From an optimization exercise on the open Yosys and OpenROAD flow, aimed at small area and a short achievable clock period; shortcuts taken in it are not production practice.
Function was checked by simulation only, so behaviour that the tests miss may differ from the original.
Power is estimated from default activity; no workload was simulated.

Setup of v18:
// fir32_top
module fir32_top (
    input  logic        clk,
    input  logic        rst,
    input  logic        clear,
    input  logic        in_valid,
    input  logic [7:0]  xin,
    input  logic        coef_we,
    input  logic [4:0]  coef_addr,
    input  logic [7:0]  coef_data,
    output logic        out_valid,
    output logic [14:0] y,
    output logic        sat
);
Size: ~6800 cells after synthesis, ~690 flip-flops, about 43 I/O pins.
==> flow/config.mk <==
export PLATFORM = sky130hd
export DESIGN_NAME = fir32_top
export DESIGN_NICKNAME = fir32_top
export VERILOG_FILES = /design/flow/design.v
export SDC_FILE = /design/flow/constraint.sdc
export NUM_CORES = 4
export LEC_CHECK = 0
export CAP_MARGIN = 20
export CORE_MARGIN = 2
export CORE_UTILIZATION = 45
export PLACE_DENSITY = 0.45
export SLEW_MARGIN = 70
export SYNTH_HIERARCHICAL = 1
==> flow/constraint.sdc <==
create_clock -name core_clock -period 11.0 [get_ports {clk}]
set_input_delay 2.2000 -clock core_clock [delete_from_list [all_inputs] [get_ports {clk}]]
set_output_delay 2.2000 -clock core_clock [all_outputs]
set_load 0.01 [all_outputs]
run.sh (not shown) runs the stock make flow with config.mk's settings and CLKGATE_MAP_FILE= SYNTH_SCRIPT=/design/flow/synth_recipe.tcl, a recipe that flattens the netlist after the stock synthesis.
The following lists how v10 was set up differently from v18:
Settings: a change of PLACE_DENSITY from 0.45 to 0.75.
--- outcome ---
Lower sequential power among v18 and v10: v10
Final area: v10 vs v18 — no meaningful difference
Diff v18..v10 | combinational group share of total power | negligible
Relative to v18, largest net degree at the start of global routing has increased by 7 in v10.
For hold slack, v10 and v18 come out practically identical.
Against v18, v10 reports a power share of the clock group that is higher.
Going from v18 to v10, worst setup slack down 0.080 ns, maximum frequency saw a decrease.
Relative to v18, stage delay of the slowest cell on the critical path decreased by 0.29 ns in v10.
Between v18 and v10, the count of non-filler cells in the finished layout figures differ only marginally.

---

Setup of P:
Another version of the RTL of fir32_top (not shown whole).
For scale: roughly 6,600 cells after synthesis, about 43 I/O pins.
make LEC_CHECK=0 CAP_MARGIN=20 CORE_MARGIN=2 CORE_UTILIZATION=45 CTS_CLUSTER_DIAMETER=80 CTS_CLUSTER_SIZE=24 SLEW_MARGIN=50 SYNTH_HIERARCHICAL=1 finish   # period 11.0 ns
No stage failed in P, and the final checks on the layout all came back clean.
For Q, these inputs were changed with respect to P:
- SLEW_MARGIN: 50 -> 70
- CAP_MARGIN: 20 -> 75
### Flow results
The final cycle utilization of the critical path in Q sits 1.6 points below the value recorded for P.
First-pass GRT wire length is higher on Q
The reported clock group power on Q is in line with that on P.
In Q relative to P, area of placed instances had gone up by a few percent.
Going from P to Q, power per cell area lower, part of the total power dissipated in the clock network now smaller, cell area after synthesis closely matched the old numbers, internal power of the cells went up, number of buffers other than clock buffers in the final layout up 417.
Re highest net fanout along the worst path: P and Q aren't equal, and the higher value belongs to P.

---

Setup of v20:
Starting RTL as in the previous note.
==> flow/design.v (excerpt) <==
module fir32_top (
    input  logic        clk,
    input  logic        rst,
    input  logic        clear,
    input  logic        in_valid,
    input  logic [7:0]  xin,
    input  logic        coef_we,
    input  logic [4:0]  coef_addr,
    input  logic [7:0]  coef_data,
    output logic        out_valid,
    output logic [14:0] y,
    output logic        sat
);
Settings: LEC_CHECK=0, CAP_MARGIN=20, CORE_MARGIN=2, CORE_UTILIZATION=45, CTS_CLUSTER_DIAMETER=80, CTS_CLUSTER_SIZE=24, SLEW_MARGIN=70, SYNTH_HIERARCHICAL=1; clock period 11.0 ns.
v20 has completed all stages; timing, DRC and antenna checks passed.
Edits applied to the flow inputs when going from v20 to v9:
- changing CAP_MARGIN from 20 to 60
==> comparison <==
Maximum VDD drop: v20 and v9 compared, higher one is v9. Looking at number of clock buffers in the layout across v20 and v9, the one that comes out higher is v20. Diff v20..v9 | count of different cell masters after synthesis | unchanged. The area of combinational cells with multiple inputs was comparable across v20 and v9. As far as layout-stage area growth over the synthesis result is concerned, v9 and v20 perform about the same. [compare] base=v20 new=v9: count of flip-flops and latches about even, cell area about even, via count picked up an extra about 1.1%. Cmp v9 vs v20: total power higher in v9. Fill cell total of the finished layout: v20 vs v9, no meaningful difference. | aggregate global-route resource usage | v20 vs v9 | ≈ equal |.

---

Starting RTL as in the previous note.
make LEC_CHECK=0 CAP_MARGIN=20 CORE_MARGIN=2 CORE_UTILIZATION=45 CTS_CLUSTER_DIAMETER=80 CTS_CLUSTER_SIZE=24 GPL_ROUTABILITY_DRIVEN=0 SLEW_MARGIN=70 SYNTH_HIERARCHICAL=1 finish   # period 11.0 ns
Edit:
Settings changed: CORE_UTILIZATION 45 to 50, GPL_ROUTABILITY_DRIVEN 0 to default.
Outcome: Register-to-register slack is worse by 0.04 ns. Power increases by about 6%. Critical path depth is unchanged. Routed wire length increases by about 12%. Hold slack hardly moves. Non-clock buffer count increases by 2. Design area increases by 0.49%. Global-route usage increases by 9.7 points.
Edit:
Settings changed: ABC_CLOCK_PERIOD_IN_PS from default to 4500, CORE_UTILIZATION 50 to 45, CTS_CLUSTER_DIAMETER 80 to default, CTS_CLUSTER_SIZE 24 to default.
Non-clock buffer count is higher by 9.
Utilization goes down by 4.9 points.
Worst setup slack improved by 0.053 ns.
Global-route usage came out lower by 4.1 points.
Wire length grows by 2.0%.
Edit:
Settings changed: ABC_CLOCK_PERIOD_IN_PS 4500 to default, CORE_UTILIZATION 45 to 38.
Non-clock buffer count climbs by 5.
Cell area climbs by 0.78%.
Worst setup slack is worse by 0.067 ns.
Cell count climbs by 4.6%.

static timing again, ports no longer ideal:
Ports are ideal in the flow. The routed layouts listed here were re-timed in OpenROAD.
Step 1, drivers: a clkbuf_16 drives clk and a buf_2 each remaining input, both assumed.
Step 2 moves the port delays by t, midway between the first and last clock arrival at a register: inputs arrive t later, outputs are due t later. That takes back most of the time a late clock gives input paths.
Three values: ideal ports, drivers, drivers and shift; two values: the first two.
| run | t, ns | setup WS [ns] | hold WS [ns] | clock arrival spread, ns | worst slew at a driven data input, ns |
|---|---|---|---|---|---|
| v18 | 0.845 | 6.246 / 6.246 / 6.246 | 0.478 / 0.478 / 0.478 | 0.058 / 0.057 | 0.06 |
| v10 | 0.855 | 6.165 / 6.165 / 6.165 | 0.477 / 0.477 / 0.477 | 0.039 / 0.039 | 0.06 |
| P | 0.857 | 6.314 / 6.314 / 6.073 | 0.468 / 0.468 / 0.468 | 0.040 / 0.040 | 0.07 |
| Q | 0.860 | 6.494 / 6.494 / 6.404 | 0.471 / 0.471 / 0.471 | 0.054 / 0.054 | 0.06 |
| v20 | 0.840 | 6.474 / 6.474 / 6.474 | 0.471 / 0.471 / 0.471 | 0.047 / 0.046 | 0.07 |
| v9 | 0.848 | 6.461 / 6.461 / 6.461 | 0.471 / 0.471 / 0.471 | 0.042 / 0.042 | 0.05 |
| the first run of note 4 | 0.800 | 6.433 / 6.433 / 6.407 | 0.474 / 0.474 / 0.474 | 0.064 / 0.064 | 0.07 |
| the second run of note 4 | 0.784 | 6.395 / 6.395 / 6.376 | 0.474 / 0.474 / 0.474 | 0.056 / 0.057 | 0.05 |
| the third run of note 4 | 0.841 | 6.448 / 6.448 / 6.448 | 0.456 / 0.456 / 0.456 | 0.036 / 0.037 | 0.07 |
| the fourth run of note 4 | 0.857 | 6.381 / 6.381 / 5.983 | 0.462 / 0.462 / 0.462 | 0.062 / 0.062 | 0.06 |
After both steps setup and hold are still met in every run listed. For the fourth run of note 4, which loses most, drivers alone change the setup slack by 0.000 ns; drivers and shift together by -0.398 ns.
